Source: an optimization exercise on an open RTL-to-GDS flow (aim: small area, a short achievable clock period and few clock cycles per item). Production flows keep margins and buffers that such runs may drop.
In this exercise RTL edits were held to simulation tests only and were not proved equivalent to the original.
Power figures rest on the tool's default switching activity, not on a simulated workload.

==> design.v <==
module result_requant_wb #(
  parameter int ADDRESSSIZE    = 10,
  parameter int MATRIX_SIZE    = 32,
  parameter int PARTIAL_SUM_BW = 24,
  parameter int DATA_BW        = 8
) (
  input  logic                                clk,
  input  logic                                rstn,
  input  logic                                start,
  input  logic [ADDRESSSIZE-1:0]              src_addr,
  input  logic [ADDRESSSIZE-1:0]              dst_addr,
  input  logic [ADDRESSSIZE:0]                num_rows,
  input  logic [3:0]                          shift,
  input  logic                                relu_en,
  output logic                                busy,
  output logic                                done,
  output logic                                res_rd_en,
  output logic [ADDRESSSIZE-1:0]              res_rd_addr,
  input  logic [PARTIAL_SUM_BW*MATRIX_SIZE-1:0] res_rd_data,
  output logic                                ub_wr_en,
  output logic [ADDRESSSIZE-1:0]              ub_wr_addr,
  output logic [DATA_BW*MATRIX_SIZE-1:0]      ub_wr_data,
  input  logic                                ub_wr_ready
);
  localparam int PSB = PARTIAL_SUM_BW;
  logic                           r_job;       
  logic                           r_zero;      
  logic                           r_rd_more;   
  logic [ADDRESSSIZE:0]           r_rd_left;   
  logic [ADDRESSSIZE-1:0]         r_rd_addr;   
  logic                           r_s_valid;   
  logic                           r_s_last;    
  logic                           r_o_valid;   
  logic                           r_o_last;    
  logic [ADDRESSSIZE-1:0]         r_o_addr;
  logic [DATA_BW*MATRIX_SIZE-1:0] r_o_data;
  logic                           r_relu_en;
  logic [3:0]                     r_sa;        
  logic [3:0]                     r_sb;        
  logic [2:0]                     r_lm;        
  logic [DATA_BW*MATRIX_SIZE-1:0] w_quant;
  logic w_free;      
  logic w_move;      
  logic w_rd;        
  logic w_done;
  logic w_accept;    
  logic w_nz;
  assign w_free   = ~r_o_valid | ub_wr_ready;
  assign w_move   = r_s_valid & w_free;
  assign w_rd     = r_rd_more & (~r_s_valid | w_free);
  assign w_done   = r_zero | (r_o_valid & ub_wr_ready & r_o_last);
  assign busy     = r_job & ~(ub_wr_ready & r_o_valid & r_o_last);
  assign done     = w_done;
  assign w_accept = start & ~busy;
  assign w_nz     = |num_rows;
  assign res_rd_en   = w_accept | w_rd;
  assign res_rd_addr = r_rd_more ? r_rd_addr : src_addr;
  assign ub_wr_en    = r_o_valid;
  assign ub_wr_addr  = r_o_addr;
  assign ub_wr_data  = r_o_data;
  always_ff @(posedge clk or negedge rstn) begin
    if (!rstn) begin
      r_job     <= 1'b0;
      r_zero    <= 1'b0;
      r_rd_more <= 1'b0;
      r_rd_left <= '0;
      r_rd_addr <= '0;
      r_s_valid <= 1'b0;
      r_s_last  <= 1'b0;
      r_o_valid <= 1'b0;
      r_o_last  <= 1'b0;
      r_o_addr  <= '0;
      r_relu_en <= 1'b0;
      r_sa      <= '0;
      r_sb      <= '0;
      r_lm      <= '0;
    end else begin
      if (w_move) begin
        r_o_valid <= 1'b1;
        r_o_last  <= r_s_last;
        r_o_addr  <= r_o_addr + 1'b1;
      end else if (ub_wr_ready) begin
        r_o_valid <= 1'b0;
      end
      if (w_accept) begin
        r_job     <= w_nz;
        r_zero    <= ~w_nz;
        r_rd_more <= (num_rows > 1);
        r_rd_left <= num_rows - 1'b1;
        r_rd_addr <= src_addr + 1'b1;
        r_s_valid <= w_nz;
        r_s_last  <= (num_rows == 1);
        r_o_addr  <= dst_addr - 1'b1;
        r_relu_en <= relu_en;
        for (int i = 0; i < 4; i++) r_sa[i] <= (shift[3:2] == i);
        for (int i = 0; i < 4; i++) r_sb[i] <= (shift[1:0] == i);
        for (int i = 0; i < 3; i++) r_lm[i] <= (shift[1:0] <= i);
      end else begin
        r_zero <= 1'b0;
        if (w_done) r_job <= 1'b0;
        if (w_rd) begin
          r_rd_more <= (r_rd_left != 1);
          r_rd_left <= r_rd_left - 1'b1;
          r_rd_addr <= r_rd_addr + 1'b1;
          r_s_valid <= 1'b1;
          r_s_last  <= (r_rd_left == 1);
        end else if (w_move) begin
          r_s_valid <= 1'b0;
        end
      end
    end
  end
  always_ff @(posedge clk) begin
    if (w_move) r_o_data <= w_quant;
  end
  genvar gi, gk, gj;
  generate
    for (gi = 0; gi < MATRIX_SIZE; gi++) begin : g_lane
      logic [PSB-1:0]     w_x;
      logic               w_neg;
      logic [12:0]        w_v;
      logic [DATA_BW:0]   w_u;
      logic [4:0]         w_lm;
      logic               w_lo_p, w_lo_n, w_hi_p, w_hi_n;
      logic               w_ovf;
      logic [DATA_BW-1:0] w_y;
      logic [DATA_BW-1:0] w_q;
      assign w_x   = res_rd_data[PSB*gi +: PSB];
      assign w_neg = w_x[PSB-1];
      for (gk = 0; gk < 13; gk++) begin : g_s1
        logic [3:0] w_c;    
        for (gj = 0; gj < 4; gj++) begin : g_c
          if (gk + 4*gj == 0)         assign w_c[gj] = 1'b0;
          else if (gk + 4*gj <= PSB)  assign w_c[gj] = w_x[gk + 4*gj - 1];
          else                        assign w_c[gj] = w_neg;
        end
        assign w_v[gk] = |(w_c & r_sa);
      end
      for (gk = 0; gk <= DATA_BW; gk++) begin : g_s2
        assign w_u[gk] = |(w_v[gk +: 4] & r_sb);
      end
      assign w_lm   = {2'b11, r_lm};
      assign w_lo_p = |(w_v[12:8] & w_lm);
      assign w_lo_n = ~&(w_v[12:8] | ~w_lm);
      assign w_hi_p = (r_sa[0] & |w_x[22:12]) | (r_sa[1] & |w_x[22:16]) |
                      (r_sa[2] & |w_x[22:20]);
      assign w_hi_n = (r_sa[0] & ~&w_x[22:12]) | (r_sa[1] & ~&w_x[22:16]) |
                      (r_sa[2] & ~&w_x[22:20]);
      assign w_ovf  = w_neg ? (w_lo_n | w_hi_n) : (w_lo_p | w_hi_p);
      assign w_y = w_u[DATA_BW:1] + w_u[0];
      assign w_q = (r_relu_en && w_neg) ? '0 :
                   (w_ovf | (~w_neg & w_y[DATA_BW-1])) ? {w_neg, {(DATA_BW-1){~w_neg}}} :
                                                        w_y;
      assign w_quant[DATA_BW*gi +: DATA_BW] = w_q;
    end
  endgenerate
endmodule
==> flow/run.sh <==
#!/bin/bash
# Standard layout, with plain buf_1 cells as the port buffers (the resizer
# may still upsize them). Each tool's output goes to its own log file here.
set -euo pipefail
bash standard.sh \
  BUFFER_PORTS_ARGS="-buffer_cell sky130_fd_sc_hd__buf_1" \
  finish > make_finish.log 2>&1
==> standard.sh <==
#!/bin/bash
# synth_recipe.tcl (not shown) runs the flow's synth.tcl, then flattens the netlist and writes it again
# the make line also repeats each setting of config.mk as NAME=value (left out here)
make -C /OpenROAD-flow-scripts/flow DESIGN_CONFIG=/design/flow/config.mk WORK_HOME=/design/flow/orfs CLKGATE_MAP_FILE= SYNTH_SCRIPT=/design/flow/synth_recipe.tcl "${@:-finish}"
==> config.mk <==
export PLATFORM = sky130hd
export DESIGN_NAME = result_requant_wb
export DESIGN_NICKNAME = result_requant_wb
export VERILOG_FILES = /design/flow/design.v
export SDC_FILE = /design/flow/constraint.sdc
export NUM_CORES = 4
export LEC_CHECK = 0
export CAP_MARGIN = 20
export CORE_MARGIN = 2
export CORE_UTILIZATION = 27
export SETUP_SLACK_MARGIN = 4.5
export SLEW_MARGIN = 20
==> constraint.sdc <==
create_clock -name core_clock -period 8.0 [get_ports {clk}]
set_input_delay 1.6000 -clock core_clock [delete_from_list [all_inputs] [get_ports {clk}]]
set_output_delay 1.6000 -clock core_clock [all_outputs]
set_load 0.01 [all_outputs]
==> results.toml, run 1 <==
[outcome]
status = "finished clean"

[yosys]
seq_area_frac_synth = 0.229
synthFlopType = "edfxtp_1"
netlist_area_um2 = 39000
syn-num-nets = 5753
ys_ff_latch = 305
synth_warnings = 1
ys_types = 94
synth_edf_count = 256
synth.area.top_cells = "edfxtp_1, a22oi_1, a22o_1"
synth_top_area_share = 0.197
yosysTopAreaCell = "edfxtp_1"
avgSynthCellArea_um2 = 8.00
postSynth.asyncResetShare = 0.161
netlist_instances = 4874

[clocking]
cts_buffers = 44
h-tree-depth = 2
ctsHoldBuffers = 0
cts_max_path_buffers = 3
clock_sinks = 305
cts-root-buf = "clkbuf_16"
cts_tree = "yes"
clock_latency_ns = 0.63
clk_pin_slew_ns = 0.05

[floorplanning]
start_util = 0.272
core_area_um2 = 143000
die_y_um = 384
io_pins = 1088
die_area_um2 = 148000
row_count = 139
die-width_um = 384

[sta]
maxSlewViolCount = 0
relSlewSlack = 0.334
setup_tns_ns = 0
skew_ns = 0.0385
grt_setup_unrepaired = "yes"
max_slew.worst_pin.slew_ns = 0.999
max_freq_mhz = 250
fin_crit_ns = 3.99
hold_ws_ns = 0.506
fin_crit_sh = 0.499
setup_violations = 0
finalHoldViolations = 0

[power]
switching_share = 0.571
combPwrFrac = 0.770
seqPwrFrac = 0.134
p_clk_frac = 0.096
power.internal_mw = 9.67
p_sw_mw = 12.9
powerDensity_nw_per_um2 = 474
p_leak_nw = 15.8
ir_drop_mv = 0.312

[placed_design]
place_hpwl_mm = 165
gp_congestion = 1.09
placed_area_um2 = 44100
dp_cells = 7514
portBuffers = 1087

[layout]
fin_area_um2 = 47600
stdcell_count = 7750
nNetsFinal = 6611
area_delta_synth_final_pct = 21.9
fillCellCount = 15500
final_util = 0.331
layout-drive-gt1-share = 0.0800

[critical_path]
crit_chain = "buf_8, nand3b_1, and2_4, nor2_4, inv_2, buf_6"
cp-end-kind = "primary output"
startpoint = "ub_wr_ready"
crit_fanout = 3
cp.arrival_ns = 2.39
r2r_slack_ns = 4.52
max_stage_delay_ns = 0.20
start_kind = "input pin"
rr_startpoint = "r_sa[1]"
critical_path_class = "in2out"
cpMaxStageDelayCell = "nand3b_1"
critPathRequiredTime_ns = 6.40
cp_top_family = "simple AND/OR/NAND/NOR gates"
crit_buf_inv = 3

[detailed_routing]
drtIter0Drc = 7810
via_per_inst = 6.66
drc = 0
wire_per_inst_um = 30.5
wl_mm = 237
dr.pass1.iters = 10
ant_nets = 0
vias = 51600

[worst_hold_path]
hp-start = "r_s_last"
hold_class = "reg2reg"

[grt]
grt.overflow.total = 0
antenna_found_initial = 103
grt_pass1_wl_mm = 325
grt_usage = 0.295
grt_pass1_vias = 46100
grt_max_degree = 129

[job]
maxCapViolCount = 0
## routing by layer
layer  track usage  share of wire  vias to the layer above
met3         0.124           0.15                      979
li1              -              -                    21900
met2         0.421           0.41                     4311
met5       0.00390         0.0019                        -
met4         0.190          0.073                       66
met1         0.362           0.37                    24400
## registers in the layout, summed over array words and instances (netlist names), 2 cells and up
register	cells
r_o_data	256
r_sa	4
r_sb	4
r_rd_addr	10
r_lm	2
r_rd_left	11
r_o_addr	10
## tightest hold or removal path, stage by stage (launching register included)
cell	delay, ns
dfrtp_1	0.34
nor2_1	0.05
nor2_1	0.08
## cell usage after synthesis, drive strengths merged (108+ instances only)
cell	n
nand2	537
a21oi	240
nand3	135
o22ai	239
o21ai	508
edfxtp	256
a22o	353
buf	227
nand4	190
o21a	110
xor2	108
clkbuf	173
a22oi	501
## worst paths after layout
| path | to | cells past startpoint |
|---|---|---|
| max | res_rd_en | 6 |
| max in group asynchronous | r_sb[2] | 2 |
| max reg2reg | r_o_data[180] | 10 |
| min | r_s_last | 2 |
| min reg2reg | r_s_last | 2 |
| min in group asynchronous | r_o_addr[8] | 2 |
## metrics by stage
| stage | total power, mW | setup slack (ns) |
|---|---|---|
| final | 22.6 | 4.01 |
| after global routing | 23.8 | 3.99 |
| after CTS | 21.6 | 3.98 |
| after detailed placement | 18.4 | 3.31 |
| after global placement | 18.3 | 3.32 |
| after floorplan | 14.1 | 4.13 |
## final cells by class
type / count / area (µm²) / share of cell area
multi-input combinational: 4077 / 28100 / 0.590
sequential: 305 / 8950 / 0.188
timing repair buffer: 1212 / 6050 / 0.127
tap: 1903 / 2380 / 0.0501
clock buffer: 46 / 1130 / 0.0238
clock inverter: 34 / 405 / 0.00852
inverter: 92 / 365 / 0.00768
antenna: 81 / 203 / 0.00426
## kinds of logic (layout without fill, tap and decap cells)
| kind of cell | count (synthesis) | after routing | share of synthesized area |
|---|---|---|---|
| compound gates | 2443 | 2443 | 0.451 |
| simple gates | 1343 | 1343 | 0.183 |
| buf+inv | 492 | 1384 | 0.0651 |
| flops | 305 | 305 | 0.229 |
| xor+xnor | 205 | 205 | 0.0460 |
| fa+ha+maj | 71 | 71 | 0.0228 |
| mux | 15 | 15 | 0.00427 |
| other cells | 0 | 81 | 0 |
## placed cells by master (no fill, tap or decap), types with 81 or more instances in the layout
cell	netlist	routed
nand3_1	131	123
o21ai_0	504	502
nand2_1	536	536
o22ai_1	239	233
buf_1	26	1019
a22oi_1	501	485
a21oi_1	223	208
nand4_1	171	171
o21a_1	110	110
nor2_1	103	101
inv_1	88	83
xor2_1	108	108
xnor2_1	97	97
edfxtp_1	256	256
diode_2	0	81
a22o_1	351	350
## what timing repair did
action	4_1_cts	5_1_grt
buffers inserted	36	24
pin swaps	2	18
endpoints found under the setup margin	268	235
gates resized for setup	60	121
gates cloned	10	5
## power by group through the flow
stage	logic, mW	registers [mW]	clock network [mW]
after detailed placement	15.1	3.30	0
final	17.4	3.03	2.16
after global placement	15.0	3.30	0
after global routing	18.5	3.06	2.24
after CTS	16.3	3.05	2.20
after floorplan	11.2	2.92	0
Testbench counts, summed over its fixed seeds: cycles 7,049, rows 6,022.
==> run 2: changes to the inputs <==
--- a/design.v
+++ b/design.v
@@ -45,40 +45,37 @@
   logic w_done;
   logic w_accept;    
   logic w_nz;
+  logic r_alive;     
+  logic w_ol;        
+  logic w_rd0;       
+  assign w_ol  = r_o_valid & r_o_last;
+  assign w_rd0 = r_rd_more & ~(r_s_valid & r_o_valid);
   assign w_free   = ~r_o_valid | ub_wr_ready;
   assign w_move   = r_s_valid & w_free;
-  assign w_rd     = r_rd_more & (~r_s_valid | w_free);
-  assign w_done   = r_zero | (r_o_valid & ub_wr_ready & r_o_last);
-  assign busy     = r_job & ~(ub_wr_ready & r_o_valid & r_o_last);
+  assign w_rd     = ub_wr_ready ? r_rd_more : w_rd0;
+  assign w_done   = ub_wr_ready ? (r_zero | w_ol) : r_zero;
+  assign busy     = ub_wr_ready ? (r_job & ~w_ol) : r_job;
   assign done     = w_done;
   assign w_accept = start & ~busy;
   assign w_nz     = |num_rows;
-  assign res_rd_en   = w_accept | w_rd;
+  assign res_rd_en   = ub_wr_ready ? ((r_alive & (~r_job | w_ol)) | r_rd_more) :
+                                     ((r_alive & ~r_job) | w_rd0);
   assign res_rd_addr = r_rd_more ? r_rd_addr : src_addr;
   assign ub_wr_en    = r_o_valid;
   assign ub_wr_addr  = r_o_addr;
   assign ub_wr_data  = r_o_data;
   always_ff @(posedge clk or negedge rstn) begin
     if (!rstn) begin
+      r_alive   <= 1'b0;
       r_job     <= 1'b0;
       r_zero    <= 1'b0;
       r_rd_more <= 1'b0;
-      r_rd_left <= '0;
-      r_rd_addr <= '0;
       r_s_valid <= 1'b0;
-      r_s_last  <= 1'b0;
       r_o_valid <= 1'b0;
-      r_o_last  <= 1'b0;
-      r_o_addr  <= '0;
-      r_relu_en <= 1'b0;
-      r_sa      <= '0;
-      r_sb      <= '0;
-      r_lm      <= '0;
     end else begin
+      r_alive <= 1'b1;
       if (w_move) begin
         r_o_valid <= 1'b1;
-        r_o_last  <= r_s_last;
-        r_o_addr  <= r_o_addr + 1'b1;
       end else if (ub_wr_ready) begin
         r_o_valid <= 1'b0;
       end
@@ -86,28 +83,37 @@
         r_job     <= w_nz;
         r_zero    <= ~w_nz;
         r_rd_more <= (num_rows > 1);
-        r_rd_left <= num_rows - 1'b1;
-        r_rd_addr <= src_addr + 1'b1;
         r_s_valid <= w_nz;
-        r_s_last  <= (num_rows == 1);
-        r_o_addr  <= dst_addr - 1'b1;
-        r_relu_en <= relu_en;
-        for (int i = 0; i < 4; i++) r_sa[i] <= (shift[3:2] == i);
-        for (int i = 0; i < 4; i++) r_sb[i] <= (shift[1:0] == i);
-        for (int i = 0; i < 3; i++) r_lm[i] <= (shift[1:0] <= i);
       end else begin
         r_zero <= 1'b0;
         if (w_done) r_job <= 1'b0;
         if (w_rd) begin
           r_rd_more <= (r_rd_left != 1);
-          r_rd_left <= r_rd_left - 1'b1;
-          r_rd_addr <= r_rd_addr + 1'b1;
           r_s_valid <= 1'b1;
-          r_s_last  <= (r_rd_left == 1);
         end else if (w_move) begin
           r_s_valid <= 1'b0;
         end
       end
+    end
+  end
+  always_ff @(posedge clk) begin
+    if (w_move) begin
+      r_o_last <= r_s_last;
+      r_o_addr <= r_o_addr + 1'b1;
+    end
+    if (w_accept) begin
+      r_rd_left <= num_rows - 1'b1;
+      r_rd_addr <= src_addr + 1'b1;
+      r_s_last  <= (num_rows == 1);
+      r_o_addr  <= dst_addr - 1'b1;
+      r_relu_en <= relu_en;
+      for (int i = 0; i < 4; i++) r_sa[i] <= (shift[3:2] == i);
+      for (int i = 0; i < 4; i++) r_sb[i] <= (shift[1:0] == i);
+      for (int i = 0; i < 3; i++) r_lm[i] <= (shift[1:0] <= i);
+    end else if (w_rd) begin
+      r_rd_left <= r_rd_left - 1'b1;
+      r_rd_addr <= r_rd_addr + 1'b1;
+      r_s_last  <= (r_rd_left == 1);
     end
   end
   always_ff @(posedge clk) begin
@@ -148,9 +154,9 @@
                       (r_sa[2] & ~&w_x[22:20]);
       assign w_ovf  = w_neg ? (w_lo_n | w_hi_n) : (w_lo_p | w_hi_p);
       assign w_y = w_u[DATA_BW:1] + w_u[0];
-      assign w_q = (r_relu_en && w_neg) ? '0 :
-                   (w_ovf | (~w_neg & w_y[DATA_BW-1])) ? {w_neg, {(DATA_BW-1){~w_neg}}} :
-                                                        w_y;
+      logic w_rz;
+      assign w_rz = r_relu_en & w_neg;
+      assign w_q = (w_rz | w_ovf | (~w_neg & w_y[DATA_BW-1])) ? {w_neg & ~w_rz, {(DATA_BW-1){~w_neg}}} : w_y;
       assign w_quant[DATA_BW*gi +: DATA_BW] = w_q;
     end
   endgenerate
--- a/config.mk
+++ b/config.mk
@@ -8,5 +8,5 @@
 export CAP_MARGIN = 20
 export CORE_MARGIN = 2
 export CORE_UTILIZATION = 27
-export SETUP_SLACK_MARGIN = 4.5
+export SETUP_SLACK_MARGIN = 4.6
 export SLEW_MARGIN = 20
==> results.toml, run 2 <==
[yosys]
ys_ff_latch = 306
synth_top_area_share = 0.236
seq_area_frac_synth = 0.240
syn-num-nets = 5584
yosysTopAreaCell = "edfxtp_1"
netlist_area_um2 = 38100
synth_warnings = 1
synth_edf_count = 300
ys_types = 101
synthFlopType = "edfxtp_1"
netlist_instances = 4705
avgSynthCellArea_um2 = 8.10
yosysMostFrequentCell = "a22oi_1"
postSynth.asyncResetShare = 0.0196
synth.area.top_cells = "edfxtp_1, a22oi_1, a21oi_1"
synthTopCellsByCount = "a22oi_1, nand2_1, a21oi_1"

[layout]
stdcell_count = 7579
fin_area_um2 = 47800
largest_reg_flops = 256
final_util = 0.342
top_regs = "r_o_data x256, r_rd_left x11"
multi_input_area_um2 = 27900
area_delta_synth_final_pct = 25.4
fillCellCount = 15000
top_register = "r_o_data"
regArea_um2 = 9160
layout_common_cells = "buf_1, a22oi_1, nand2_1, a21oi_1, edfxtp_1"
nNetsFinal = 6505
layout-drive-gt1-share = 0.122
layout_commonest_cell = "buf_1"

[critical_path]
cp.arrival_ns = 2.17
critPathRequiredTime_ns = 6.40
cpMaxStageDelayCell = "nand2b_4"
crit_chain = "buf_6, nand2b_4, o21ai_4, nand2_1, buf_2"
cp-end-kind = "primary output"
start_kind = "input pin"
cp_top_family = "buffers and inverters"
critical_path_class = "in2out"
crit_fanout = 2
max_stage_delay_ns = 0.14
worstRegToRegCells = 12
crit_buf_inv = 2
worst-path-stages = 5

[grt]
grt_usage = 0.269
grtUsageMet1 = 0.332
grt_use_met2 = 0.402
grt.overflow.total = 0
grt_pass1_vias = 44100
grt_pass1_wl_mm = 297
antenna_found_initial = 73
grt_use_met3 = 0.0970
grt-busiest-layer = "met2"
grt_max_degree = 143

[sta]
setup_tns_ns = 0
grt_setup_unrepaired = "yes"
fin_crit_ns = 3.77
relSlewSlack = 0.329
maxSlewViolCount = 0
max_freq_mhz = 265
setup_violations = 0
finalHoldViolations = 0
skew_ns = 0.0215
max_slew.worst_pin.slew_ns = 1.01
fin_crit_sh = 0.472

[placed_design]
portBuffers = 1087
gp_congestion = 0.987
dp_cells = 7344
placed_area_um2 = 43700
place_hpwl_mm = 150

[detailed_routing]
vias = 49200
drtIter0Drc = 7236
wl_mm = 222
ant_nets = 0
dr.pass1.iters = 13
via_per_inst = 6.49
wire_per_inst_um = 29.3
drc = 0

[floorplanning]
row_count = 137
die_area_um2 = 144000
start_util = 0.272
die-width_um = 380
die_y_um = 380
core_area_um2 = 140000
io_pins = 1088

[clocking]
cts_max_path_buffers = 3
cts-root-buf = "clkbuf_16"
cts_tree = "yes"
clk_pin_slew_ns = 0.06
cts_buffers = 43
ctsHoldBuffers = 0
clock_sinks = 306
h-tree-depth = 2
clock_latency_ns = 0.61

[power]
p_leak_nw = 16.1
powerDensity_nw_per_um2 = 264
ir_drop_mv = 0.347

[worst_hold_path]
min_path_cells = 0
hold_class = "reg2reg"

[job]
maxCapViolCount = 0

[outcome]
status = "finished clean"
## run 2: kinds of logic (layout without fill, tap and decap cells)
logic type | Yosys count | in the layout | share of synthesized area
multiplexers | 24 | 24 | 0.00683
AND/OR/NAND/NOR | 1289 | 1289 | 0.168
XOR/XNOR | 223 | 223 | 0.0512
adder cells (fa/ha/maj) | 71 | 71 | 0.0233
other | 1 | 44 | 0.0000984
flip-flops | 306 | 306 | 0.240
buffers and inverters | 422 | 1377 | 0.0596
AO/OA/AOI/OAI | 2369 | 2369 | 0.451
## run 2: worst paths after layout
path,slack [ns],from,to
setup / recovery,4.23,ub_wr_ready,res_rd_en
hold / removal,0.43,r_s_last,r_o_last
setup reg to reg,4.60,r_sa[3],r_o_data[203]
hold reg to reg,0.43,r_s_last,r_o_last
max in group asynchronous,6.87,rstn,r_s_valid
min in group asynchronous,0.87,rstn,r_rd_more
## run 2: area by class of cell
cell class / count / share of cell area
antenna: 43 / 0.00225
clock buffer: 45 / 0.0231
clock inverter: 34 / 0.00636
inverter: 54 / 0.00503
multi-input combinational: 3977 / 0.584
sequential: 306 / 0.192
tap: 1876 / 0.0491
timing repair buffer: 1244 / 0.139
## run 2: per-stage QoR
stage / hold slack (ns) / setup WS, ns / power [mW]
floorplan: 0.400 / 3.70 / 7.59
global placement: 0.410 / 3.53 / 9.61
detailed placement: 0.421 / 3.57 / 9.65
CTS: 0.424 / 4.22 / 12.0
global route: 0.449 / 4.20 / 13.2
finish: 0.429 / 4.23 / 12.6
## run 2: worst reg2reg max path, cell delays in order (launching register included)
cell       delay (ns)
edfxtp_1         0.42
buf_4            0.17
buf_12           0.17
clkbuf_16        0.51
a222oi_1         0.36
o21ai_1          0.12
a221o_1          0.28
ha_2             0.20
o41a_1           0.15
a21boi_2         0.19
and2_4           0.16
o211ai_4         0.25
o21ai_1          0.17
## run 2: report_power, final
part / total (mW) / switching (mW) / internal [mW]
clock: 1.98 / 0.841 / 1.14
sequential: 2.73 / 0.335 / 2.40
combinational: 7.90 / 5.07 / 2.83
## run 2: what timing repair did
action | CTS | global route
setup endpoints to repair | 258 | 250
resized for setup | 89 | 216
cloned | 11 | 29
pin swaps | 5 | 50
buffers inserted | 20 | 53
## run 2: per-layer routing
metal	wire, µm	part of all wire
met1	82200	0.37
met2	91600	0.41
met3	31900	0.14
met4	16200	0.073
met5	296	0.0013
Testbench counts of run 2, summed over its fixed seeds: cycles 7,049, rows 6,022.
==> run 3: changes to the inputs <==
--- a/design.v
+++ b/design.v
@@ -45,55 +45,60 @@
   logic w_done;
   logic w_accept;    
   logic w_nz;
-  logic r_alive;     
-  logic w_ol;        
-  logic w_rd0;       
-  assign w_ol  = r_o_valid & r_o_last;
-  assign w_rd0 = r_rd_more & ~(r_s_valid & r_o_valid);
+  logic r_rd_en1;    
+  logic r_rd_en0;    
+  logic r_busy1;     
+  logic r_done1;     
+  logic n_job, n_zero, n_rd_more, n_s_valid, n_o_valid, n_o_last;
   assign w_free   = ~r_o_valid | ub_wr_ready;
   assign w_move   = r_s_valid & w_free;
-  assign w_rd     = ub_wr_ready ? r_rd_more : w_rd0;
-  assign w_done   = ub_wr_ready ? (r_zero | w_ol) : r_zero;
-  assign busy     = ub_wr_ready ? (r_job & ~w_ol) : r_job;
+  assign w_rd     = r_rd_more & (~r_s_valid | w_free);
+  assign w_done   = ub_wr_ready ? r_done1 : r_zero;
+  assign busy     = ub_wr_ready ? r_busy1 : r_job;
   assign done     = w_done;
   assign w_accept = start & ~busy;
   assign w_nz     = |num_rows;
-  assign res_rd_en   = ub_wr_ready ? ((r_alive & (~r_job | w_ol)) | r_rd_more) :
-                                     ((r_alive & ~r_job) | w_rd0);
+  assign res_rd_en   = ub_wr_ready ? r_rd_en1 : r_rd_en0;
   assign res_rd_addr = r_rd_more ? r_rd_addr : src_addr;
   assign ub_wr_en    = r_o_valid;
   assign ub_wr_addr  = r_o_addr;
   assign ub_wr_data  = r_o_data;
+  always_comb begin
+    n_o_valid = w_move ? 1'b1 : (ub_wr_ready ? 1'b0 : r_o_valid);
+    n_o_last  = w_move ? r_s_last : r_o_last;
+    if (w_accept) begin
+      n_job     = w_nz;
+      n_zero    = ~w_nz;
+      n_rd_more = (num_rows > 1);
+      n_s_valid = w_nz;
+    end else begin
+      n_job     = r_job & ~w_done;
+      n_zero    = 1'b0;
+      n_rd_more = w_rd ? (r_rd_left != 1) : r_rd_more;
+      n_s_valid = w_rd ? 1'b1 : (w_move ? 1'b0 : r_s_valid);
+    end
+  end
   always_ff @(posedge clk or negedge rstn) begin
     if (!rstn) begin
-      r_alive   <= 1'b0;
       r_job     <= 1'b0;
       r_zero    <= 1'b0;
       r_rd_more <= 1'b0;
       r_s_valid <= 1'b0;
       r_o_valid <= 1'b0;
+      r_rd_en1  <= 1'b0;
+      r_rd_en0  <= 1'b0;
+      r_busy1   <= 1'b0;
+      r_done1   <= 1'b0;
     end else begin
-      r_alive <= 1'b1;
-      if (w_move) begin
-        r_o_valid <= 1'b1;
-      end else if (ub_wr_ready) begin
-        r_o_valid <= 1'b0;
-      end
-      if (w_accept) begin
-        r_job     <= w_nz;
-        r_zero    <= ~w_nz;
-        r_rd_more <= (num_rows > 1);
-        r_s_valid <= w_nz;
-      end else begin
-        r_zero <= 1'b0;
-        if (w_done) r_job <= 1'b0;
-        if (w_rd) begin
-          r_rd_more <= (r_rd_left != 1);
-          r_s_valid <= 1'b1;
-        end else if (w_move) begin
-          r_s_valid <= 1'b0;
-        end
-      end
+      r_job     <= n_job;
+      r_zero    <= n_zero;
+      r_rd_more <= n_rd_more;
+      r_s_valid <= n_s_valid;
+      r_o_valid <= n_o_valid;
+      r_rd_en1  <= ~n_job | (n_o_valid & n_o_last) | n_rd_more;
+      r_rd_en0  <= ~n_job | (n_rd_more & ~(n_s_valid & n_o_valid));
+      r_busy1   <= n_job & ~(n_o_valid & n_o_last);
+      r_done1   <= n_zero | (n_o_valid & n_o_last);
     end
   end
   always_ff @(posedge clk) begin
--- a/config.mk
+++ b/config.mk
@@ -8,5 +8,6 @@
 export CAP_MARGIN = 20
 export CORE_MARGIN = 2
 export CORE_UTILIZATION = 27
-export SETUP_SLACK_MARGIN = 4.6
+export CTS_BUF_LIST = sky130_fd_sc_hd__clkbuf_8
+export SETUP_SLACK_MARGIN = 4.4
 export SLEW_MARGIN = 20
==> results.toml, run 3 <==
[critical_path]
r2r_slack_ns = 4.50
rr_startpoint = "r_sa[1]"
worst-path-stages = 3
cp_top_family = "multiplexers"
cpMaxStageDelayCell = "mux2_4"
start_kind = "input pin"
crit_fanout = 4
crit_buf_inv = 2
critPathCapture = "res_rd_en"
startpoint = "ub_wr_ready"
cp.arrival_ns = 2.16
max_stage_delay_ns = 0.32
critPathRequiredTime_ns = 6.40
crit_chain = "buf_12, mux2_4, buf_6"
critical_path_class = "in2out"
worstRegToRegCells = 13
rr_endpoint = "r_o_data[10]"
cp-end-kind = "primary output"

[sta]
setup_tns_ns = 0
finalHoldViolations = 0
max_slew.worst_pin.slew_ns = 1.06
grt_setup_unrepaired = "yes"
setup_violations = 0
maxSlewViolCount = 0
relSlewSlack = 0.295
fin_crit_ns = 3.76
max_freq_mhz = 266
fin_crit_sh = 0.470
skew_ns = 0.0369

[clocking]
h-tree-depth = 2
clock_latency_ns = 0.74
clk_pin_slew_ns = 0.06
ctsHoldBuffers = 0
cts_tree = "yes"
clock_sinks = 309
cts_buffers = 59
cts_max_path_buffers = 3
cts-root-buf = "clkbuf_8"

[yosys]
seq_area_frac_synth = 0.245
synth_edf_count = 299
synthFlopType = "edfxtp_1"
avgSynthCellArea_um2 = 7.98
syn-num-nets = 5607
netlist_area_um2 = 37700
synthMuxAreaShare = 0.00743
synthAdderAreaFrac = 0.0235
synth-simple-area-share = 0.164
synth_top_area_share = 0.238
synth.area.top_cells = "edfxtp_1, a22oi_1, nand2_1"
synth_top_family_by_area = "compound AO/OA/AOI/OAI gates"
yosysTopAreaCell = "edfxtp_1"
synth_warnings = 1
netlist_instances = 4728
yosysMostFrequentCell = "a22oi_1"
synthTopCellsByCount = "a22oi_1, nand2_1, o21ai_0"
postSynth.asyncResetShare = 0.0291
synth_xor_area_frac = 0.0513
ys_types = 94
synth_compound_area_frac = 0.450
ys_ff_latch = 309

[floorplanning]
row_count = 137
die_area_um2 = 143000
core_area_um2 = 139000
io_pins = 1088
die-width_um = 378
die_y_um = 378
start_util = 0.271

[layout]
multi_input_area_um2 = 26800
fin_area_um2 = 46300
top_register = "r_o_data"
layout_commonest_cell = "buf_1"
largest_reg_flops = 256
layout_common_cells = "buf_1, a22oi_1, nand2_1, o21ai_0, a21oi_1"
final_util = 0.333
area_delta_synth_final_pct = 22.6
nNetsFinal = 6505
regArea_um2 = 9230
layout-drive-gt1-share = 0.0735
fillCellCount = 15000
top_regs = "r_o_data x256, r_rd_left x11"

[outcome]
status = "finished clean"

[detailed_routing]
drtIter0Drc = 7152
wire_per_inst_um = 28.4
wl_mm = 217
vias = 49300
drc = 0
via_per_inst = 6.46
dr.pass1.iters = 12
ant_nets = 0

[grt]
grt_pass1_vias = 44400
grt.overflow.total = 0
grt_max_degree = 134
antenna_found_initial = 70
grt_pass1_wl_mm = 293
grt_usage = 0.272

[placed_design]
place_hpwl_mm = 147
placed_area_um2 = 43000
portBuffers = 1087
gp_congestion = 1.00

[power]
p_leak_nw = 15.7
powerDensity_nw_per_um2 = 239
design_power_total_mw = 11.1
ir_drop_mv = 0.148

[job]
maxCapViolCount = 0

[worst_hold_path]
hp-start = "r_o_last"
hold_class = "reg2reg"
## run 3: kinds of logic after synthesis
family	count (synthesis)
AOI/OAI and AO/OA	2397
xor gates and xnor gates	221
adders and majority gates	71
buffers and inverters	443
DFF	309
muxes	26
and+or+nand+nor	1261
## run 3: timing repair
| action | 4_1_cts | 5_1_grt |
|---|---|---|
| pin swaps | 2 | 7 |
| endpoints found under the setup margin | 258 | 231 |
| buffers inserted | 15 | 22 |
| cloned | 14 | 13 |
| gates resized for setup | 126 | 70 |
| hold endpoints to repair | 0 | 0 |
## run 3: metrics by stage
| stage | hold WS [ns] | worst slack [ns] | instances |
|---|---|---|---|
| after floorplan | 0.439 | 1.94 | 4728 |
| after global placement | 0.466 | 3.61 | 7376 |
| after detailed placement | 0.475 | 3.53 | 7377 |
| after CTS | 0.490 | 4.24 | 7517 |
| after global routing | 0.519 | 4.23 | 7598 |
| final | 0.485 | 4.24 | 7628 |
## run 3: how the worst min path moves through the flow
stage	slack, ns	cells after the start	to
floorplan	0.44	2	r_o_last
global placement	0.47	2	r_o_last
detailed placement	0.47	2	r_o_last
CTS	0.49	2	r_o_last
global route	0.52	2	r_o_last
finish	0.49	2	r_o_last
## run 3: power breakdown
group	switching [mW]	internal, mW
logic	4.35	2.41
registers	0.274	2.26
clock network	0.835	0.929
total	5.46	5.60
## run 3: final cells by class
type / instances / area share
repair buffers: 1205 / 0.133
well taps: 1876 / 0.0507
multi-input cells: 3976 / 0.578
flip-flops and latches: 309 / 0.199
diodes: 76 / 0.00411
inverters: 75 / 0.00671
clock buffers: 59 / 0.0176
clock inverters: 52 / 0.00968
## run 3: tightest hold or removal path: stages (launching register included)
cell	delay, ns
dfxtp_1	0.31
mux2i_1	0.06
inv_1	0.08
## run 3: per-layer routing
| layer | global-route usage | part of all wire | vias to the layer above |
|---|---|---|---|
| li1 | - | - | 21100 |
| met1 | 0.325 | 0.37 | 23200 |
| met2 | 0.403 | 0.42 | 3956 |
| met3 | 0.107 | 0.14 | 942 |
| met4 | 0.172 | 0.072 | 34 |
| met5 | 0.0148 | 0.0010 | - |
Testbench counts of run 3, summed over its fixed seeds: cycles 7,049, rows 6,022.
==> run 4: changes to the inputs <==
--- a/design.v
+++ b/design.v
@@ -47,18 +47,17 @@
   logic w_nz;
   logic r_rd_en1;    
   logic r_rd_en0;    
-  logic r_busy1;     
-  logic r_done1;     
+  logic r_ol;        
   logic n_job, n_zero, n_rd_more, n_s_valid, n_o_valid, n_o_last;
   assign w_free   = ~r_o_valid | ub_wr_ready;
   assign w_move   = r_s_valid & w_free;
   assign w_rd     = r_rd_more & (~r_s_valid | w_free);
-  assign w_done   = ub_wr_ready ? r_done1 : r_zero;
-  assign busy     = ub_wr_ready ? r_busy1 : r_job;
+  assign w_done   = r_zero | (ub_wr_ready & r_ol);
+  assign busy     = r_job & ~(ub_wr_ready & r_ol);
   assign done     = w_done;
   assign w_accept = start & ~busy;
   assign w_nz     = |num_rows;
-  assign res_rd_en   = ub_wr_ready ? r_rd_en1 : r_rd_en0;
+  assign res_rd_en   = r_rd_en0 | (ub_wr_ready & r_rd_en1);
   assign res_rd_addr = r_rd_more ? r_rd_addr : src_addr;
   assign ub_wr_en    = r_o_valid;
   assign ub_wr_addr  = r_o_addr;
@@ -87,8 +86,7 @@
       r_o_valid <= 1'b0;
       r_rd_en1  <= 1'b0;
       r_rd_en0  <= 1'b0;
-      r_busy1   <= 1'b0;
-      r_done1   <= 1'b0;
+      r_ol      <= 1'b0;
     end else begin
       r_job     <= n_job;
       r_zero    <= n_zero;
@@ -97,8 +95,7 @@
       r_o_valid <= n_o_valid;
       r_rd_en1  <= ~n_job | (n_o_valid & n_o_last) | n_rd_more;
       r_rd_en0  <= ~n_job | (n_rd_more & ~(n_s_valid & n_o_valid));
-      r_busy1   <= n_job & ~(n_o_valid & n_o_last);
-      r_done1   <= n_zero | (n_o_valid & n_o_last);
+      r_ol      <= n_o_valid & n_o_last;
     end
   end
   always_ff @(posedge clk) begin
--- a/config.mk
+++ b/config.mk
@@ -9,5 +9,5 @@
 export CORE_MARGIN = 2
 export CORE_UTILIZATION = 27
 export CTS_BUF_LIST = sky130_fd_sc_hd__clkbuf_8
-export SETUP_SLACK_MARGIN = 4.4
+export SETUP_SLACK_MARGIN = 4.45
 export SLEW_MARGIN = 20
==> results.toml, run 4 <==
[sta]
relSlewSlack = 0.279
fin_crit_ns = 3.71
fin_crit_sh = 0.464
finalHoldViolations = 0
skew_ns = 0.0681
max_slew.worst_pin.slew_ns = 1.08
setup_tns_ns = 0
grt_setup_unrepaired = "yes"
hold_ws_ns = 0.486
setup_slack_ns = 4.29
setup_violations = 0
maxSlewViolCount = 0
max_freq_mhz = 269

[yosys]
synth.area.top_cells = "edfxtp_1, a22oi_1, a21oi_1"
synthTopCellsByCount = "a22oi_1, nand2_1, a21oi_1"
avgSynthCellArea_um2 = 7.99
synth_top_area_share = 0.238
postSynth.asyncResetShare = 0.0260
synth_edf_count = 299
yosysMostFrequentCell = "a22oi_1"
synth_warnings = 1
netlist_area_um2 = 37800
ys_types = 87
ys_ff_latch = 308
syn-num-nets = 5608
netlist_instances = 4729
yosysTopAreaCell = "edfxtp_1"
seq_area_frac_synth = 0.244
synthFlopType = "edfxtp_1"

[floorplanning]
row_count = 137
io_pins = 1088
die-width_um = 378
core_area_um2 = 139000
die_y_um = 378
die_area_um2 = 143000
start_util = 0.271

[placed_design]
placed_area_um2 = 43300
gp_congestion = 0.983
dp_cells = 7383
portBuffers = 1087
pre_cts_ws_ns = 3.66
place_hpwl_mm = 152

[power]
p_sw_mw = 5.68
ir_drop_mv = 0.210
powerDensity_nw_per_um2 = 250
p_leak_nw = 15.6
power.internal_mw = 5.88
seqPwrFrac = 0.222
design_power_total_mw = 11.6
combPwrFrac = 0.607
switching_share = 0.491
p_clk_frac = 0.171

[clocking]
h-tree-depth = 3
cts-root-buf = "clkbuf_8"
clock_sinks = 308
clock_latency_ns = 0.75
clk_pin_slew_ns = 0.05
cts_max_path_buffers = 3
ctsHoldBuffers = 0
cts_buffers = 67
cts_tree = "yes"

[detailed_routing]
drtIter0Drc = 7178
vias = 48700
dr.pass1.iters = 10
wl_mm = 212
drc = 0
wire_per_inst_um = 27.8
ant_nets = 0
via_per_inst = 6.40

[layout]
largest_reg_flops = 256
multi_input_area_um2 = 26900
top_register = "r_o_data"
layout_common_cells = "buf_1, a22oi_1, nand2_1, a21oi_1, o21ai_0"
fin_area_um2 = 46200
stdcell_count = 7619
layout-drive-gt1-share = 0.0805
top_regs = "r_o_data x256, r_rd_left x11"
layout_commonest_cell = "buf_1"
area_delta_synth_final_pct = 22.3
fillCellCount = 15000
nNetsFinal = 6492
final_util = 0.332
regArea_um2 = 9200

[critical_path]
crit_buf_inv = 2
crit_chain = "buf_8, mux2_4, buf_6"
critical_path_class = "in2out"
cp-end-kind = "primary output"
crit_fanout = 2
critPathRequiredTime_ns = 6.40
cp.arrival_ns = 2.11
max_stage_delay_ns = 0.27
cp_top_family = "multiplexers"
cpMaxStageDelayCell = "mux2_4"
start_kind = "input pin"

[outcome]
status = "finished clean"

[job]
maxCapViolCount = 0

[grt]
grt_pass1_vias = 44200
grt_max_degree = 168
antenna_found_initial = 87
grt_usage = 0.270
grt_pass1_wl_mm = 291
grt.overflow.total = 0

[worst_hold_path]
hold_class = "reg2reg"
## run 4: worst paths after layout
path	startpoint	slack (ns)	to	depth (start not counted)
setup / recovery	src_addr[0]	4.29	res_rd_addr[0]	3
hold / removal	r_o_last	0.49	r_o_last	2
setup reg to reg	r_sa[2]	4.48	r_o_data[205]	12
hold reg to reg	r_o_last	0.49	r_o_last	2
max in group asynchronous	rstn	6.94	r_rd_more	1
min in group asynchronous	rstn	0.74	r_ol	1
## run 4: cell type report
class,count,share of cell area
antenna,76,0.00412
tap,1876,0.0508
inverter,78,0.00688
timing repair buffer,1185,0.124
clock buffer,68,0.0203
sequential,308,0.199
multi-input combinational,3973,0.583
clock inverter,55,0.0112
## run 4: worst min-delay path: stages (launching register included)
cell     delay [ns]
dfxtp_1        0.30
mux2i_1        0.09
inv_1          0.06
## run 4: routing by layer
metal  up-vias  track usage  part of all wire
li1      21100            -                 -
met1     23200        0.335              0.38
met2      3614        0.396              0.42
met3       801        0.101              0.14
met4        48        0.158             0.064
met5         -            0            0.0014
## run 4: timing repair
| action | 4_1_cts | 5_1_grt |
|---|---|---|
| pin swaps | 3 | 3 |
| setup buffers | 14 | 10 |
| resized for setup | 80 | 124 |
| gates cloned | 4 | 9 |
| setup endpoints to repair | 246 | 253 |
## run 4: power groups by stage
stage	Clock (mW)	Combinational [mW]	Sequential (mW)
detailed placement	0	6.46	2.58
floorplan	0	4.47	2.63
global placement	0	6.42	2.58
global route	2.09	7.56	2.58
CTS	2.03	6.65	2.55
finish	1.98	7.01	2.56
## run 4: cells by family after synthesis
kind of cell	after synthesis	synth area share
adder cells (fa/ha/maj)	71	0.0235
multiplexers	24	0.00673
AND/OR/NAND/NOR	1260	0.164
XOR/XNOR	221	0.0513
flip-flops	308	0.244
buffers and inverters	448	0.0574
AO/OA/AOI/OAI	2397	0.453
Testbench counts of run 4, summed over its fixed seeds: cycles 7,049, rows 6,022.
==> run 5: changes to the inputs <==
--- a/config.mk
+++ b/config.mk
@@ -6,8 +6,8 @@
 export NUM_CORES = 4
 export LEC_CHECK = 0
 export CAP_MARGIN = 20
-export CORE_MARGIN = 2
-export CORE_UTILIZATION = 27
+export CORE_AREA = 5 5 475 195
 export CTS_BUF_LIST = sky130_fd_sc_hd__clkbuf_8
+export DIE_AREA = 0 0 480 200
 export SETUP_SLACK_MARGIN = 4.45
 export SLEW_MARGIN = 20
==> results.toml, run 5 <==
[outcome]
status = "finished clean"

[clocking]
clock_sinks = 308
cts-root-buf = "clkbuf_8"
ctsHoldBuffers = 0
cts_tree = "yes"
h-tree-depth = 2
clock_latency_ns = 0.72
cts_max_path_buffers = 3
clk_pin_slew_ns = 0.06
cts_buffers = 51

[worst_hold_path]
whs_endpoint = "r_o_last"
hp-start = "r_o_last"
hold_class = "reg2reg"
min_path_cells = 2

[sta]
maxSlewViolCount = 0
fin_crit_sh = 0.462
setup_slack_ns = 4.31
grt_setup_unrepaired = "yes"
skew_ns = 0.0403
max_freq_mhz = 271
relSlewSlack = 0.262
setup_violations = 0
max_slew.worst_pin.slew_ns = 1.11
fin_crit_ns = 3.69
setup_tns_ns = 0
finalHoldViolations = 0

[placed_design]
pre_cts_ws_ns = 3.84
gp_congestion = 1.05
dp_cells = 6702
placed_area_um2 = 42400
portBuffers = 1087
place_hpwl_mm = 146

[floorplanning]
row_count = 69
die-width_um = 480
core_area_um2 = 88100
die_y_um = 200
die_area_um2 = 96000
start_util = 0.428
io_pins = 1088

[detailed_routing]
wl_mm = 207
ant_nets = 0
drtIter0Drc = 7541
wire_per_inst_um = 29.9
drc = 0
via_per_inst = 7.11
dr.pass1.iters = 10
vias = 49200

[yosys]
synth.area.top_cells = "edfxtp_1, a22oi_1, a21oi_1"
ys_types = 87
synthTopCellsByCount = "a22oi_1, nand2_1, a21oi_1"
synth_edf_count = 299
syn-num-nets = 5608
synth_top_area_share = 0.238
synthFlopType = "edfxtp_1"
ys_ff_latch = 308
netlist_instances = 4729
seq_area_frac_synth = 0.244
synth_warnings = 1
avgSynthCellArea_um2 = 7.99
yosysTopAreaCell = "edfxtp_1"
netlist_area_um2 = 37800
yosysMostFrequentCell = "a22oi_1"
postSynth.asyncResetShare = 0.0260

[power]
p_leak_nw = 15.4
ir_drop_mv = 0.204
powerDensity_nw_per_um2 = 252

[layout]
final_util = 0.509
layout_common_cells = "buf_1, a22oi_1, nand2_1, a21oi_1, o21ai_0"
largest_reg_flops = 256
nNetsFinal = 6475
layout-drive-gt1-share = 0.0736
top_regs = "r_o_data x256, r_rd_left x11"
stdcell_count = 6930
fin_area_um2 = 44900
fillCellCount = 8741
layout_commonest_cell = "buf_1"
area_delta_synth_final_pct = 18.9
top_register = "r_o_data"

[grt]
grt_pass1_vias = 43900
grt_pass1_wl_mm = 285
grt_max_degree = 151
grt.overflow.total = 0
antenna_found_initial = 84
grt_usage = 0.387

[critical_path]
critPathRequiredTime_ns = 6.40
start_kind = "input pin"
crit_fanout = 2
rr_endpoint = "r_o_data[206]"
cp-end-kind = "primary output"
critical_path_class = "in2out"
rr_startpoint = "r_sb[1]"
cp.arrival_ns = 2.09
r2r_slack_ns = 4.52
worstRegToRegCells = 9

[job]
maxCapViolCount = 0
-- run 5: cell counts after synthesis --
Identical to the previous run, type by type.
-- run 5: through the flow --
step | power, mW | hold WS (ns)
floorplan | 7.10 | 0.429
global placement | 8.98 | 0.450
detailed placement | 9.02 | 0.475
CTS | 11.0 | 0.493
global route | 11.9 | 0.515
finish | 11.3 | 0.480
-- run 5: timing repair --
action,in CTS,in global routing
gates resized for setup,92,56
cloned,7,11
setup endpoints to repair,269,263
pin swaps,2,4
setup buffers,21,9
-- run 5: logic make-up after synthesis --
family / count (synthesis) / share of synthesized area
AOI/OAI and AO/OA: 2397 / 0.453
xor gates and xnor gates: 221 / 0.0513
adders and majority gates: 71 / 0.0235
buffers and inverters: 448 / 0.0574
DFF: 308 / 0.244
muxes: 24 / 0.00673
and+or+nand+nor: 1260 / 0.164
-- run 5: cell type report --
class / instances / area, µm² / area share
antenna: 86 / 215 / 0.00479
timing repair buffer: 1184 / 5700 / 0.127
multi-input combinational: 3973 / 26800 / 0.597
tap: 1207 / 1510 / 0.0336
clock inverter: 43 / 443 / 0.00987
inverter: 78 / 319 / 0.00711
clock buffer: 51 / 702 / 0.0156
sequential: 308 / 9200 / 0.205
-- run 5: routing by layer --
metal	share of wire	GRT usage	wire length, µm	vias up
li1	-	-	-	21000
met1	0.38	0.501	79800	23500
met2	0.41	0.571	85700	3841
met3	0.14	0.133	28400	859
met4	0.065	0.209	13500	24
met5	0.00082	0	171	-
-- run 5: worst max-delay path, cell delays in order --
cell    delay (ns)
buf_8         0.10
mux2_4        0.27
buf_6         0.12
-- run 5: power breakdown --
part / switching (mW) / internal (mW) / leakage, nW
combinational: 4.59 / 2.48 / 11.8
sequential: 0.277 / 2.28 / 3.01
clock: 0.788 / 0.896 / 0.599
-- run 5: worst max path at each step --
stage                           startpoint        endpoint  slack (ns)  cells past startpoint
final                          src_addr[6]  res_rd_addr[6]        4.31                      3
after global routing           src_addr[6]  res_rd_addr[6]        4.29                      3
after CTS                      src_addr[6]  res_rd_addr[6]        4.32                      3
after detailed placement   res_rd_data[39]    r_o_data[12]        3.84                      8
after global placement    res_rd_data[146]    r_o_data[52]        3.87                     12
after floorplan                ub_wr_ready     r_o_data[0]        2.00                      2
==> run 6: changes to the inputs <==
--- a/config.mk
+++ b/config.mk
@@ -9,5 +9,5 @@
 export CORE_AREA = 5 5 475 195
 export CTS_BUF_LIST = sky130_fd_sc_hd__clkbuf_8
 export DIE_AREA = 0 0 480 200
-export SETUP_SLACK_MARGIN = 4.45
+export SETUP_SLACK_MARGIN = 4.3
 export SLEW_MARGIN = 20
==> results.toml, run 6 <==
[grt]
grt.overflow.total = 0
grt_usage = 0.383
grt_max_degree = 161
grt_pass1_vias = 43400
antenna_found_initial = 45
grt_pass1_wl_mm = 283

[critical_path]
crit_fanout = 4
critical_path_class = "in2out"
cp-end-kind = "primary output"
cp.arrival_ns = 2.09
start_kind = "input pin"
critPathRequiredTime_ns = 6.40

[sta]
grt_setup_unrepaired = "yes"
fin_crit_ns = 3.69
setup_tns_ns = 0
finalHoldViolations = 0
skew_ns = 0.0358
max_freq_mhz = 271
max_slew.worst_pin.slew_ns = 1.02
fin_crit_sh = 0.462
setup_violations = 0
relSlewSlack = 0.322
maxSlewViolCount = 0

[placed_design]
dp_cells = 6711
gp_congestion = 1.05
placed_area_um2 = 42100
place_hpwl_mm = 146
portBuffers = 1087

[yosys]
synth_top_area_share = 0.238
synth_xor_area_frac = 0.0513
netlist_area_um2 = 37800
synthFlopType = "edfxtp_1"
synthMuxAreaShare = 0.00673
synth_compound_area_frac = 0.453
seq_area_frac_synth = 0.244
synth_top_family_by_area = "compound AO/OA/AOI/OAI gates"
syn-num-nets = 5608
yosysTopAreaCell = "edfxtp_1"
ys_ff_latch = 308
yosysMostFrequentCell = "a22oi_1"
synth_edf_count = 299
synth.area.top_cells = "edfxtp_1, a22oi_1, a21oi_1"
synth-simple-area-share = 0.164
netlist_instances = 4729
synthAdderAreaFrac = 0.0235
synthTopCellsByCount = "a22oi_1, nand2_1, a21oi_1"
synth_warnings = 1
postSynth.asyncResetShare = 0.0260
ys_types = 87
avgSynthCellArea_um2 = 7.99

[power]
combPwrFrac = 0.616
p_sw_mw = 5.61
seqPwrFrac = 0.231
power.internal_mw = 5.56
ir_drop_mv = 0.221
p_leak_nw = 15.2
powerDensity_nw_per_um2 = 252
switching_share = 0.502
p_clk_frac = 0.153

[clocking]
cts-root-buf = "clkbuf_8"
clock_sinks = 308
cts_tree = "yes"
clk_pin_slew_ns = 0.07
cts_buffers = 52
h-tree-depth = 2
clock_latency_ns = 0.74
cts_max_path_buffers = 3
ctsHoldBuffers = 0

[layout]
layout_commonest_cell = "buf_1"
top_regs = "r_o_data x256, r_rd_left x11"
multi_input_area_um2 = 26600
fin_area_um2 = 44300
stdcell_count = 6887
largest_reg_flops = 256
area_delta_synth_final_pct = 17.2
fillCellCount = 8770
final_util = 0.502
nNetsFinal = 6460
regArea_um2 = 9200
layout-drive-gt1-share = 0.0635
layout_common_cells = "buf_1, a22oi_1, nand2_1, a21oi_1, o21ai_0"
top_register = "r_o_data"

[detailed_routing]
ant_nets = 0
met3WireLength_mm = 27.1
vias = 48900
wire_per_inst_um = 29.3
wl_mm = 202
dr.pass1.iters = 12
wl_met2_mm = 82.5
route.top_layer_used = "met5"
drc = 0
drt-met1-wl_mm = 78.8
via_per_inst = 7.10
drtIter0Drc = 7266

[outcome]
status = "finished clean"

[floorplanning]
start_util = 0.428
die_y_um = 200
die-width_um = 480
io_pins = 1088
row_count = 69
core_area_um2 = 88100
die_area_um2 = 96000

[job]
maxCapViolCount = 0

[worst_hold_path]
hold_class = "reg2reg"
-- run 6: power groups by stage --
| stage | clock [mW] | combinational [mW] | sequential, mW |
|---|---|---|---|
| after global placement | 0 | 6.33 | 2.59 |
| after detailed placement | 0 | 6.38 | 2.59 |
| after floorplan | 0 | 4.40 | 2.63 |
| after global routing | 1.81 | 7.36 | 2.59 |
| final | 1.71 | 6.88 | 2.58 |
| after CTS | 1.73 | 6.55 | 2.55 |
-- run 6: final cells by class --
type	instances	area share
clock buffers	58	0.0180
repair buffers	1168	0.121
diodes	56	0.00317
clock inverters	39	0.00800
multi-input cells	3973	0.601
well taps	1207	0.0341
inverters	78	0.00755
flip-flops and latches	308	0.208
-- run 6: routing by layer --
metal / GRT usage / vias to the layer above
met5: 0 / -
met4: 0.200 / 8
met3: 0.116 / 856
met2: 0.562 / 3916
met1: 0.512 / 23100
li1: - / 21000
-- run 6: path summary, 6_finish.rpt --
path / endpoint / slack [ns] / cells past startpoint / startpoint
max: res_rd_addr[4] / 4.31 / 3 / src_addr[4]
min: r_o_last / 0.48 / 2 / r_o_last
max reg2reg: r_o_data[178] / 4.31 / 12 / r_sa[0]
min reg2reg: r_o_last / 0.48 / 2 / r_o_last
max in group asynchronous: r_rd_en1 / 6.89 / 1 / rstn
min in group asynchronous: r_rd_more / 0.80 / 1 / rstn
-- run 6: cell families (layout without fill, tap and decap cells) --
group,Yosys count,count (layout)
fa+ha+maj,71,71
other cells,0,56
buf+inv,448,1343
simple gates,1260,1260
xor+xnor,221,221
mux,24,24
compound gates,2397,2397
flops,308,308
-- run 6: worst max-delay path: stages --
cell    delay (ns)
buf_6         0.10
mux2_4        0.27
buf_6         0.12
-- run 6: repair_timing --
item	CTS	global route
setup buffers	8	6
setup endpoints to repair	141	206
pin swaps	1	8
gates cloned	3	6
gates resized for setup	47	77
-- run 6: through the flow --
stage | setup slack [ns] | power, mW | hold slack [ns]
2_1_floorplan | 2.00 | 7.03 | 0.429
3_3_place_gp | 3.92 | 8.92 | 0.455
3_5_place_dp | 3.84 | 8.98 | 0.466
4_1_cts | 4.31 | 10.8 | 0.483
5_1_grt | 4.21 | 11.8 | 0.537
6_report | 4.31 | 11.2 | 0.481
==> run 7: changes to the inputs <==
--- a/config.mk
+++ b/config.mk
@@ -6,8 +6,8 @@
 export NUM_CORES = 4
 export LEC_CHECK = 0
 export CAP_MARGIN = 20
-export CORE_AREA = 5 5 475 195
+export CORE_AREA = 5 5 455 175
 export CTS_BUF_LIST = sky130_fd_sc_hd__clkbuf_8
-export DIE_AREA = 0 0 480 200
-export SETUP_SLACK_MARGIN = 4.3
+export DIE_AREA = 0 0 460 180
+export SETUP_SLACK_MARGIN = 4.45
 export SLEW_MARGIN = 20
==> results.toml, run 7 <==
[outcome]
status = "finished clean"

[critical_path]
cp.arrival_ns = 2.11
critPathRequiredTime_ns = 6.40
critical_path_class = "in2out"
cp-end-kind = "primary output"
crit_fanout = 2
start_kind = "input pin"

[sta]
max_freq_mhz = 269
setup_violations = 0
relSlewSlack = 0.161
fin_crit_sh = 0.464
finalHoldViolations = 0
setup_tns_ns = 0
max_slew.worst_pin.slew_ns = 1.26
skew_ns = 0.0550
grt_setup_unrepaired = "yes"
fin_crit_ns = 3.71
maxSlewViolCount = 0

[yosys]
netlist_instances = 4729
netlist_area_um2 = 37800
ys_types = 87
syn-num-nets = 5608
seq_area_frac_synth = 0.244
synthFlopType = "edfxtp_1"
yosysMostFrequentCell = "a22oi_1"
synthTopCellsByCount = "a22oi_1, nand2_1, a21oi_1"
avgSynthCellArea_um2 = 7.99
ys_ff_latch = 308
postSynth.asyncResetShare = 0.0260
synth_top_area_share = 0.238
synth_edf_count = 299
synth_warnings = 1
synth.area.top_cells = "edfxtp_1, a22oi_1, a21oi_1"
yosysTopAreaCell = "edfxtp_1"

[clocking]
cts-root-buf = "clkbuf_8"
h-tree-depth = 2
cts_tree = "yes"
cts_buffers = 51
cts_max_path_buffers = 3
clk_pin_slew_ns = 0.06
clock_sinks = 308
clock_latency_ns = 0.72

[detailed_routing]
drt-met1-wl_mm = 72.5
dr.pass1.iters = 8
met3WireLength_mm = 28.2
via_per_inst = 7.33
route.top_layer_used = "met5"
drtIter0Drc = 8750
wl_met2_mm = 83.0
drc = 0
wire_per_inst_um = 29.4
wl_mm = 199
ant_nets = 0
vias = 49500

[layout]
top_regs = "r_o_data x256, r_rd_left x11"
top_register = "r_o_data"
layout-drive-gt1-share = 0.0730
layout_commonest_cell = "buf_1"
fillCellCount = 7126
fin_area_um2 = 44700
nNetsFinal = 6470
area_delta_synth_final_pct = 18.4
stdcell_count = 6749
layout_common_cells = "buf_1, a22oi_1, nand2_1, a21oi_1, o21ai_0"
largest_reg_flops = 256

[floorplanning]
die_y_um = 180
io_pins = 1088
die-width_um = 460
row_count = 62
die_area_um2 = 82800
core_area_um2 = 75900
start_util = 0.498

[power]
power.internal_mw = 5.68
p_leak_nw = 15.4
combPwrFrac = 0.625
design_power_total_mw = 11.3
powerDensity_nw_per_um2 = 253
switching_share = 0.498
seqPwrFrac = 0.224
p_sw_mw = 5.63
ir_drop_mv = 0.322
p_clk_frac = 0.150

[worst_hold_path]
hold_class = "reg2reg"

[grt]
grt_pass1_vias = 43800
grt_usage = 0.432
grt.overflow.total = 0
antenna_found_initial = 93
grt_max_degree = 158
grt_pass1_wl_mm = 280

[placed_design]
gp_congestion = 1.02
portBuffers = 1087
dp_cells = 6520
place_hpwl_mm = 138
placed_area_um2 = 42100

[job]
maxCapViolCount = 0
-- run 7: cell counts after synthesis --
Identical to the previous run, type by type.
-- run 7: timing repair --
action	4_1_cts	5_1_grt
setup endpoints to repair	344	315
gates cloned	6	9
hold buffers	0	0
hold endpoints to repair	0	0
pin swaps	3	2
buffers inserted	20	7
gates resized for setup	89	79
-- run 7: cells by family (layout without fill, tap and decap cells) --
logic type                 Yosys count  count (layout)  synth area share
DFF                                308             308             0.244
other                                0              94                 0
buffers and inverters              448            1350            0.0574
muxes                               24              24           0.00673
adders and majority gates           71              71            0.0235
xor gates and xnor gates           221             221            0.0513
AOI/OAI and AO/OA                 2397            2397             0.453
and+or+nand+nor                   1260            1260             0.164
-- run 7: worst paths after layout --
| kind | from | to | slack, ns | depth (start not counted) |
|---|---|---|---|---|
| max | src_addr[8] | res_rd_addr[8] | 4.29 | 3 |
| min | r_o_last | r_o_last | 0.50 | 2 |
| max reg2reg | r_sa[1] | r_o_data[67] | 4.51 | 10 |
| min reg2reg | r_o_last | r_o_last | 0.50 | 2 |
| max in group asynchronous | rstn | r_rd_more | 6.93 | 1 |
| min in group asynchronous | rstn | r_rd_en0 | 0.77 | 1 |
-- run 7: power groups by stage --
stage	clock network (mW)	registers [mW]	logic, mW
global route	1.79	2.56	7.51
global placement	0	2.54	6.33
CTS	1.72	2.52	6.64
detailed placement	0	2.55	6.40
floorplan	0	2.63	4.47
finish	1.70	2.54	7.07
-- run 7: final cells by class --
cell class,count,area (µm²),share of cell area
clock buffers,51,702,0.0157
clock inverters,42,454,0.0102
repair buffers,1179,5700,0.127
well taps,1024,1280,0.0287
multi-input cells,3973,26800,0.600
diodes,94,235,0.00526
inverters,78,318,0.00711
flip-flops and latches,308,9200,0.206
-- run 7: stage by stage --
step | util | hold WS [ns] | setup slack (ns)
after floorplan | - | 0.429 | 2.00
after global placement | 0.555 | 0.463 | 3.51
after detailed placement | 0.555 | 0.467 | 3.46
after CTS | 0.579 | 0.475 | 4.29
after global routing | 0.589 | 0.529 | 4.29
final | 0.589 | 0.496 | 4.29
-- run 7: critical path, cell delays in order --
cell	delay [ns]
buf_8	0.10
mux2_4	0.28
buf_6	0.13
-- run 7: layer usage --
layer	up-vias	GRT usage
li1	21000	-
met1	23200	0.558
met2	4264	0.636
met3	967	0.129
met4	10	0.261
met5	-	0

separate check: timing with driven ports:
The flow's constraints put no driver on any port. The routed layouts listed below were extracted and timed again, unchanged, in two steps.
Step 1: set_driving_cell puts a clkbuf_16 on clk and a buf_2 on each other input, an assumption about the parent block.
Step 2, shift: input delay + t, output delay - t, t = (earliest + latest rising clock arrival at the registers) / 2. This alone moves slack from input paths to output paths.
Slacks: ideal / step 1 / step 2; pairs: ideal / step 1.
run	t (ns)	setup slack, ns	hold slack, ns	slew at the worst register clock pin (ns)
run 1	0.695	4.006 / 3.968 / 3.755	0.506 / 0.506 / 0.506	0.08 / 0.08
run 2	0.671	4.226 / 4.184 / 3.946	0.429 / 0.429 / 0.429	0.06 / 0.06
run 3	0.813	4.237 / 4.186 / 3.670	0.485 / 0.485 / 0.485	0.09 / 0.09
run 4	0.795	4.286 / 4.236 / 3.746	0.486 / 0.486 / 0.486	0.08 / 0.08
run 5	0.771	4.305 / 4.263 / 3.808	0.480 / 0.480 / 0.480	0.08 / 0.08
run 6	0.792	4.305 / 4.265 / 3.745	0.481 / 0.481 / 0.481	0.10 / 0.10
run 7	0.774	4.288 / 4.235 / 3.619	0.496 / 0.496 / 0.496	0.09 / 0.09
After both steps setup and hold are still met in every run listed. The setup slack of run 7, which loses most, moves by -0.053 ns with the drivers and by -0.669 ns with both steps.
